Source: an optimization exercise on an open RTL-to-GDS flow (aim: small area and a short achievable clock period). Production flows keep margins and buffers that such runs may drop.
Function was checked by simulation only, so behaviour that the tests miss may differ from the original.

Setup of rev 12:
==> flow/design.v <==
package hwpf_pkg;
    typedef enum logic [2:0] {
        INITIAL,
        STRIDE_DETECTION,
        HIT1,
        HIT2,
        HIT3
    } train_state_e;
    typedef logic [39-1:0] region_tag_t;
    typedef logic [6-1:0] line_idx_t;
    typedef logic signed [6-1:0] stride_t;
    typedef logic [45-1:0] line_addr_t;
endpackage
`timescale 1ns/1ps
module snoop_capture (
    input  logic                    clk_i,
    input  logic                    rst_ni,
    input  logic                    snoop_valid_i,
    input  logic [49-1:0] snoop_addr_i,
    output logic                    cap_valid_o,
    output hwpf_pkg::line_addr_t    cap_line_o
);
    logic accept;
    assign accept = snoop_valid_i && (snoop_addr_i[49-1 -: 39] != '0);
    always_ff @(posedge clk_i) begin
        if (!rst_ni) begin
            cap_valid_o <= 1'b0;
        end else begin
            cap_valid_o <= accept;
        end
    end
    always_ff @(posedge clk_i) begin
        cap_line_o <= snoop_addr_i[49-1:4];
    end
endmodule
`timescale 1ns/1ps
module stride_table (
    input  logic                  clk_i,
    input  logic                  rst_ni,
    input  hwpf_pkg::region_tag_t snoop_tag_i,
    input  logic                  cap_valid_i,
    input  hwpf_pkg::line_addr_t  cap_line_i,
    output logic                  emit_valid_o,
    output hwpf_pkg::line_addr_t  emit_line_o,
    output hwpf_pkg::stride_t     emit_stride_o
);
    localparam int N = 8;
    logic [N-1:0]           valid_q;
    hwpf_pkg::region_tag_t  tag_q      [N];
    hwpf_pkg::line_idx_t    last_idx_q [N];
    hwpf_pkg::stride_t      stride_q   [N];
    hwpf_pkg::train_state_e state_q    [N];
    logic [N-1:0] raw_q;     
    logic [N-1:0] wr_q;      
    logic         same_q;    
    hwpf_pkg::region_tag_t cap_tag;
    hwpf_pkg::line_idx_t   cap_idx;
    assign cap_tag = cap_line_i[45-1 -: 39];
    assign cap_idx = cap_line_i[6-1:0];
    logic [N-1:0] older [N];
    logic [N-1:0] lru;
    logic [N-1:0] inv_first;
    logic [N-1:0] victim;
    logic [N-1:0] match;
    logic [N-1:0] sel;
    logic         hit;
    logic         alloc;
    always_comb begin
        for (int i = 0; i < N; i++) begin
            lru[i] = &older[i];
            inv_first[i] = !valid_q[i];
            for (int k = 0; k < i; k++) begin
                if (!valid_q[k]) inv_first[i] = 1'b0;
            end
            match[i] = valid_q[i] && (wr_q[i] ? same_q : raw_q[i]);
        end
        victim = (&valid_q) ? lru : inv_first;
        hit    = |match;
        sel    = hit ? match : victim;
        alloc  = cap_valid_i && !hit;
    end
    genvar gi, gj;
    generate
        for (gi = 0; gi < N; gi++) begin : g_row
            assign older[gi][gi] = 1'b1;
            for (gj = gi + 1; gj < N; gj++) begin : g_col
                logic older_q;
                always_ff @(posedge clk_i) begin
                    if (!rst_ni) begin
                        older_q <= 1'b0;
                    end else if (cap_valid_i && (sel[gi] || sel[gj])) begin
                        older_q <= sel[gj];
                    end
                end
                assign older[gi][gj] = older_q;
                assign older[gj][gi] = !older_q;
            end
        end
    endgenerate
    logic [N-1:0]           same_idx;    
    logic [N-1:0]           emit;        
    logic [N-1:0]           wen;         
    hwpf_pkg::stride_t      delta      [N];
    hwpf_pkg::train_state_e nxt_state  [N];
    hwpf_pkg::stride_t      cur_stride;
    logic                   do_emit;
    always_comb begin
        cur_stride = '0;
        for (int i = 0; i < N; i++) begin
            delta[i]    = hwpf_pkg::stride_t'(cap_idx - last_idx_q[i]);
            same_idx[i] = (cap_idx == last_idx_q[i]);
            emit[i]     = 1'b0;
            if (delta[i] != stride_q[i]) begin
                nxt_state[i] = (state_q[i] == hwpf_pkg::INITIAL) ? hwpf_pkg::STRIDE_DETECTION
                                                                 : hwpf_pkg::INITIAL;
            end else begin
                case (state_q[i])
                    hwpf_pkg::INITIAL:          nxt_state[i] = hwpf_pkg::STRIDE_DETECTION;
                    hwpf_pkg::STRIDE_DETECTION: nxt_state[i] = hwpf_pkg::HIT1;
                    hwpf_pkg::HIT1:             nxt_state[i] = hwpf_pkg::HIT2;
                    hwpf_pkg::HIT2:             nxt_state[i] = hwpf_pkg::HIT3;
                    hwpf_pkg::HIT3: begin
                        nxt_state[i] = hwpf_pkg::INITIAL;
                        emit[i]      = 1'b1;
                    end
                    default:                    nxt_state[i] = hwpf_pkg::INITIAL;
                endcase
            end
            wen[i] = cap_valid_i && (match[i] ? !same_idx[i] : (!hit && victim[i]));
            cur_stride = cur_stride | ({6{match[i]}} & stride_q[i]);
        end
        do_emit = cap_valid_i && |(match & ~same_idx & emit);
    end
    always_ff @(posedge clk_i) begin
        for (int i = 0; i < N; i++) begin
            raw_q[i] <= (snoop_tag_i == tag_q[i]);
            wr_q[i]  <= alloc && victim[i];
        end
        same_q <= (snoop_tag_i == cap_tag);
    end
    always_ff @(posedge clk_i) begin
        if (!rst_ni) begin
            valid_q      <= '0;
            emit_valid_o <= 1'b0;
        end else begin
            emit_valid_o <= do_emit;
            for (int i = 0; i < N; i++) begin
                if (wen[i]) valid_q[i] <= !(match[i] && emit[i]);
            end
        end
    end
    always_ff @(posedge clk_i) begin
        for (int i = 0; i < N; i++) begin
            if (wen[i]) begin
                tag_q[i]      <= cap_tag;
                last_idx_q[i] <= cap_idx;
                stride_q[i]   <= match[i] ? delta[i] : '0;
                state_q[i]    <= match[i] ? nxt_state[i] : hwpf_pkg::INITIAL;
            end
        end
    end
    always_ff @(posedge clk_i) begin
        emit_line_o   <= cap_line_i;
        emit_stride_o <= cur_stride;
    end
endmodule
`timescale 1ns/1ps
module stream_queue (
    input  logic                 clk_i,
    input  logic                 rst_ni,
    input  logic                 emit_valid_i,
    input  hwpf_pkg::line_addr_t emit_line_i,
    input  hwpf_pkg::stride_t    emit_stride_i,
    output logic                 pf_valid_o,
    input  logic                 pf_ready_i,
    output hwpf_pkg::line_addr_t pf_base_line_o,
    output hwpf_pkg::stride_t    pf_stride_o,
    output logic                 pf_drop_o
);
    localparam int BUF_N = 16 - 1;
    typedef logic [3:0] ptr_t;
    hwpf_pkg::line_addr_t base_mem   [BUF_N];
    hwpf_pkg::stride_t    stride_mem [BUF_N];
    ptr_t       rd_q;
    ptr_t       wr_q;
    logic [4:0] count_q;     
    logic       full;
    logic       multi;       
    logic       push;
    logic       pop;
    logic       head_from_buf;
    logic       head_from_in;
    logic       buf_write;
    hwpf_pkg::line_addr_t in_base;
    assign in_base = emit_line_i + {{(45 - 6){emit_stride_i[6-1]}},
                                    emit_stride_i};
    assign full  = count_q[4];
    assign multi = (count_q > 5'd1);
    assign pop   = pf_valid_o && pf_ready_i;
    assign push  = emit_valid_i && (!full || pf_ready_i);
    assign head_from_buf = pop && multi;
    assign head_from_in  = push && (!pf_valid_o || (pop && !multi));
    assign buf_write     = push && !head_from_in;
    function automatic ptr_t ptr_inc(input ptr_t p);
        if (p == ptr_t'(BUF_N - 1)) ptr_inc = '0;
        else                        ptr_inc = p + 1'b1;
    endfunction
    always_ff @(posedge clk_i) begin
        if (!rst_ni) begin
            rd_q       <= '0;
            wr_q       <= '0;
            count_q    <= '0;
            pf_valid_o <= 1'b0;
            pf_drop_o  <= 1'b0;
        end else begin
            pf_drop_o <= emit_valid_i && !push;
            if (buf_write) begin
                wr_q <= ptr_inc(wr_q);
            end
            if (head_from_buf) begin
                rd_q <= ptr_inc(rd_q);
            end
            case ({push, pop})
                2'b10: begin
                    count_q    <= count_q + 1'b1;
                    pf_valid_o <= 1'b1;
                end
                2'b01: begin
                    count_q    <= count_q - 1'b1;
                    pf_valid_o <= multi;
                end
                default: ;
            endcase
        end
    end
    always_ff @(posedge clk_i) begin
        if (head_from_buf) begin
            pf_base_line_o <= base_mem[rd_q];
            pf_stride_o    <= stride_mem[rd_q];
        end else if (head_from_in) begin
            pf_base_line_o <= in_base;
            pf_stride_o    <= emit_stride_i;
        end
    end
    always_ff @(posedge clk_i) begin
        for (int i = 0; i < BUF_N; i++) begin
            if (buf_write && wr_q == ptr_t'(i)) begin
                base_mem[i]   <= in_base;
                stride_mem[i] <= emit_stride_i;
            end
        end
    end
endmodule
`timescale 1ns/1ps
module stride_prefetcher_top (
    input  logic                    clk_i,
    input  logic                    rst_ni,
    input  logic                    snoop_valid_i,
    input  logic [49-1:0] snoop_addr_i,
    output logic                    pf_valid_o,
    input  logic                    pf_ready_i,
    output hwpf_pkg::line_addr_t              pf_base_line_o,
    output hwpf_pkg::stride_t                 pf_stride_o,
    output logic                    pf_drop_o
);
    logic                  cap_valid;
    hwpf_pkg::line_addr_t  cap_line;
    logic                  emit_valid;
    hwpf_pkg::line_addr_t  emit_line;
    hwpf_pkg::stride_t     emit_stride;
    snoop_capture u_capture (
        .clk_i         (clk_i),
        .rst_ni        (rst_ni),
        .snoop_valid_i (snoop_valid_i),
        .snoop_addr_i  (snoop_addr_i),
        .cap_valid_o   (cap_valid),
        .cap_line_o    (cap_line)
    );
    stride_table u_table (
        .clk_i         (clk_i),
        .rst_ni        (rst_ni),
        .snoop_tag_i   (snoop_addr_i[49-1 -: 39]),
        .cap_valid_i   (cap_valid),
        .cap_line_i    (cap_line),
        .emit_valid_o  (emit_valid),
        .emit_line_o   (emit_line),
        .emit_stride_o (emit_stride)
    );
    stream_queue u_queue (
        .clk_i          (clk_i),
        .rst_ni         (rst_ni),
        .emit_valid_i   (emit_valid),
        .emit_line_i    (emit_line),
        .emit_stride_i  (emit_stride),
        .pf_valid_o     (pf_valid_o),
        .pf_ready_i     (pf_ready_i),
        .pf_base_line_o (pf_base_line_o),
        .pf_stride_o    (pf_stride_o),
        .pf_drop_o      (pf_drop_o)
    );
endmodule
==> flow/config.mk <==
export PLATFORM = sky130hd
export DESIGN_NAME = stride_prefetcher_top
export DESIGN_NICKNAME = stride_prefetcher_top
export VERILOG_FILES = /design/flow/design.v
export SDC_FILE = /design/flow/constraint.sdc
export NUM_CORES = 4
export LEC_CHECK = 0
export CAP_MARGIN = 20
export CORE_MARGIN = 2
export CORE_UTILIZATION = 40
export CTS_CLUSTER_DIAMETER = 100
export CTS_CLUSTER_SIZE = 30
export SETUP_SLACK_MARGIN = 4.0
export SLEW_MARGIN = 20
==> flow/constraint.sdc <==
create_clock -name core_clock -period 7.2 [get_ports {clk_i}]
set_input_delay 1.4400 -clock core_clock [delete_from_list [all_inputs] [get_ports {clk_i}]]
set_output_delay 1.4400 -clock core_clock [all_outputs]
set_load 0.01 [all_outputs]
run.sh (not shown) runs the stock make flow with config.mk's settings and CLKGATE_MAP_FILE= SYNTH_SCRIPT=/design/flow/synth_recipe.tcl, a recipe that flattens the netlist after the stock synthesis.
## Diff of input files: rev 13 against rev 12
--- a/flow/design.v
+++ b/flow/design.v
@@ -40,10 +40,12 @@
     input  hwpf_pkg::region_tag_t snoop_tag_i,
     input  logic                  cap_valid_i,
     input  hwpf_pkg::line_addr_t  cap_line_i,
     output logic                  emit_valid_o,
     output hwpf_pkg::line_addr_t  emit_line_o,
+    output logic                  emit_inc_o,      
+    output logic                  emit_dec_o,      
     output hwpf_pkg::stride_t     emit_stride_o
 );
     localparam int N = 8;
     logic [N-1:0]           valid_q;
     hwpf_pkg::region_tag_t  tag_q      [N];
@@ -99,20 +101,24 @@
     endgenerate
     logic [N-1:0]           same_idx;    
     logic [N-1:0]           emit;        
     logic [N-1:0]           wen;         
     hwpf_pkg::stride_t      delta      [N];
+    hwpf_pkg::line_idx_t    psum       [N];
+    hwpf_pkg::line_idx_t    pcar       [N];
     hwpf_pkg::train_state_e nxt_state  [N];
     hwpf_pkg::stride_t      cur_stride;
     logic                   do_emit;
     always_comb begin
         cur_stride = '0;
         for (int i = 0; i < N; i++) begin
             delta[i]    = hwpf_pkg::stride_t'(cap_idx - last_idx_q[i]);
             same_idx[i] = (cap_idx == last_idx_q[i]);
             emit[i]     = 1'b0;
-            if (delta[i] != stride_q[i]) begin
+            psum[i] = last_idx_q[i] ^ stride_q[i] ^ ~cap_idx;
+            pcar[i] = (last_idx_q[i] & stride_q[i]) | ((last_idx_q[i] | stride_q[i]) & ~cap_idx);
+            if ((psum[i] ^ {pcar[i][6-2:0], 1'b0}) != '1) begin
                 nxt_state[i] = (state_q[i] == hwpf_pkg::INITIAL) ? hwpf_pkg::STRIDE_DETECTION
                                                                  : hwpf_pkg::INITIAL;
             end else begin
                 case (state_q[i])
                     hwpf_pkg::INITIAL:          nxt_state[i] = hwpf_pkg::STRIDE_DETECTION;
@@ -129,10 +135,21 @@
             wen[i] = cap_valid_i && (match[i] ? !same_idx[i] : (!hit && victim[i]));
             cur_stride = cur_stride | ({6{match[i]}} & stride_q[i]);
         end
         do_emit = cap_valid_i && |(match & ~same_idx & emit);
     end
+    logic [6-1:0] lo_g;
+    logic [6-1:0] lo_p;
+    logic                   lo_carry;
+    assign lo_g = cap_idx & cur_stride;
+    assign lo_p = cap_idx | cur_stride;
+    always_comb begin
+        lo_carry = 1'b0;
+        for (int j = 0; j < 6; j++) begin
+            lo_carry = lo_carry | (lo_g[j] & (&(lo_p | ~({6{1'b1}} << (j + 1)))));
+        end
+    end
     always_ff @(posedge clk_i) begin
         for (int i = 0; i < N; i++) begin
             raw_q[i] <= (snoop_tag_i == tag_q[i]);
             wr_q[i]  <= alloc && victim[i];
         end
@@ -160,19 +177,23 @@
         end
     end
     always_ff @(posedge clk_i) begin
         emit_line_o   <= cap_line_i;
         emit_stride_o <= cur_stride;
+        emit_inc_o    <= lo_carry && !cur_stride[6-1];
+        emit_dec_o    <= !lo_carry && cur_stride[6-1];
     end
 endmodule
 `timescale 1ns/1ps
 module stream_queue (
     input  logic                 clk_i,
     input  logic                 rst_ni,
     input  logic                 emit_valid_i,
     input  hwpf_pkg::line_addr_t emit_line_i,
     input  hwpf_pkg::stride_t    emit_stride_i,
+    input  logic                 emit_inc_i,
+    input  logic                 emit_dec_i,
     output logic                 pf_valid_o,
     input  logic                 pf_ready_i,
     output hwpf_pkg::line_addr_t pf_base_line_o,
     output hwpf_pkg::stride_t    pf_stride_o,
     output logic                 pf_drop_o
@@ -190,12 +211,25 @@
     logic       pop;
     logic       head_from_buf;
     logic       head_from_in;
     logic       buf_write;
     hwpf_pkg::line_addr_t in_base;
-    assign in_base = emit_line_i + {{(45 - 6){emit_stride_i[6-1]}},
-                                    emit_stride_i};
+    logic [6-1:0] base_lo;
+    hwpf_pkg::region_tag_t  base_tag;
+    assign base_lo = emit_line_i[6-1:0] + emit_stride_i;
+    always_comb begin
+        logic ones;
+        logic zeros;
+        ones  = 1'b1;
+        zeros = 1'b1;
+        for (int k = 0; k < 39; k++) begin
+            base_tag[k] = emit_line_i[6+k] ^ ((emit_inc_i && ones) || (emit_dec_i && zeros));
+            ones  = ones  && emit_line_i[6+k];
+            zeros = zeros && !emit_line_i[6+k];
+        end
+    end
+    assign in_base = {base_tag, base_lo};
     assign full  = count_q[4];
     assign multi = (count_q > 5'd1);
     assign pop   = pf_valid_o && pf_ready_i;
     assign push  = emit_valid_i && (!full || pf_ready_i);
     assign head_from_buf = pop && multi;
@@ -266,10 +300,12 @@
     logic                  cap_valid;
     hwpf_pkg::line_addr_t  cap_line;
     logic                  emit_valid;
     hwpf_pkg::line_addr_t  emit_line;
     hwpf_pkg::stride_t     emit_stride;
+    logic                  emit_inc;
+    logic                  emit_dec;
     snoop_capture u_capture (
         .clk_i         (clk_i),
         .rst_ni        (rst_ni),
         .snoop_valid_i (snoop_valid_i),
         .snoop_addr_i  (snoop_addr_i),
@@ -282,18 +318,22 @@
         .snoop_tag_i   (snoop_addr_i[49-1 -: 39]),
         .cap_valid_i   (cap_valid),
         .cap_line_i    (cap_line),
         .emit_valid_o  (emit_valid),
         .emit_line_o   (emit_line),
-        .emit_stride_o (emit_stride)
+        .emit_stride_o (emit_stride),
+        .emit_inc_o    (emit_inc),
+        .emit_dec_o    (emit_dec)
     );
     stream_queue u_queue (
         .clk_i          (clk_i),
         .rst_ni         (rst_ni),
         .emit_valid_i   (emit_valid),
         .emit_line_i    (emit_line),
         .emit_stride_i  (emit_stride),
+        .emit_inc_i     (emit_inc),
+        .emit_dec_i     (emit_dec),
         .pf_valid_o     (pf_valid_o),
         .pf_ready_i     (pf_ready_i),
         .pf_base_line_o (pf_base_line_o),
         .pf_stride_o    (pf_stride_o),
         .pf_drop_o      (pf_drop_o)
--- outcome ---
Area inside the core boundary: rev 13 vs rev 12 — no meaningful difference. Compared with rev 12, non-clock buffer count in rev 13 decreased by a few percent. Summary — top achievable clock speed, rev 13 relative to rev 12: higher, by 4.3%. Summary: with rev 12 as the reference, layout clock buffer count in rev 13 moved down by more than 10%. Rev 13 vs rev 12 on area occupied by multi-input gates: rev 13 is the lower one. Rev 13 vs rev 12: relative max-transition margin up in rev 13. Compared rev 13 vs rev 12, and routed wire length is down in rev 13. Changes observed in rev 13 relative to rev 12: first-pass GRT wire length now smaller, instance count of the mapped netlist went down about 3%. Between rev 13 and rev 12, it is rev 13 whose area added between synthesis and finish is lower, by 1.7 points.

## separate check: timing with driven ports
Ports are ideal in the flow. The routed layouts listed here were re-timed in OpenROAD.
Step 1 assumes that a clkbuf_16 drives the clock port and a buf_2 every other input.
Step 2 also shifts input and output timing later by t, the mid clock arrival at the registers, as if the neighbouring blocks saw the same clock.
Slacks: ideal / step 1 / step 2; pairs: ideal / step 1.
run | t, ns | setup WS [ns] | worst setup path after step 2
rev 12 | 0.798 | 3.822 / 3.822 / 3.291 | input to register
rev 13 | 0.770 | 3.961 / 4.009 / 3.239 | input to register
After both steps every run listed still meets setup and hold. For rev 13, which loses most, drivers alone change the setup slack by +0.048 ns; drivers and shift together by -0.722 ns.
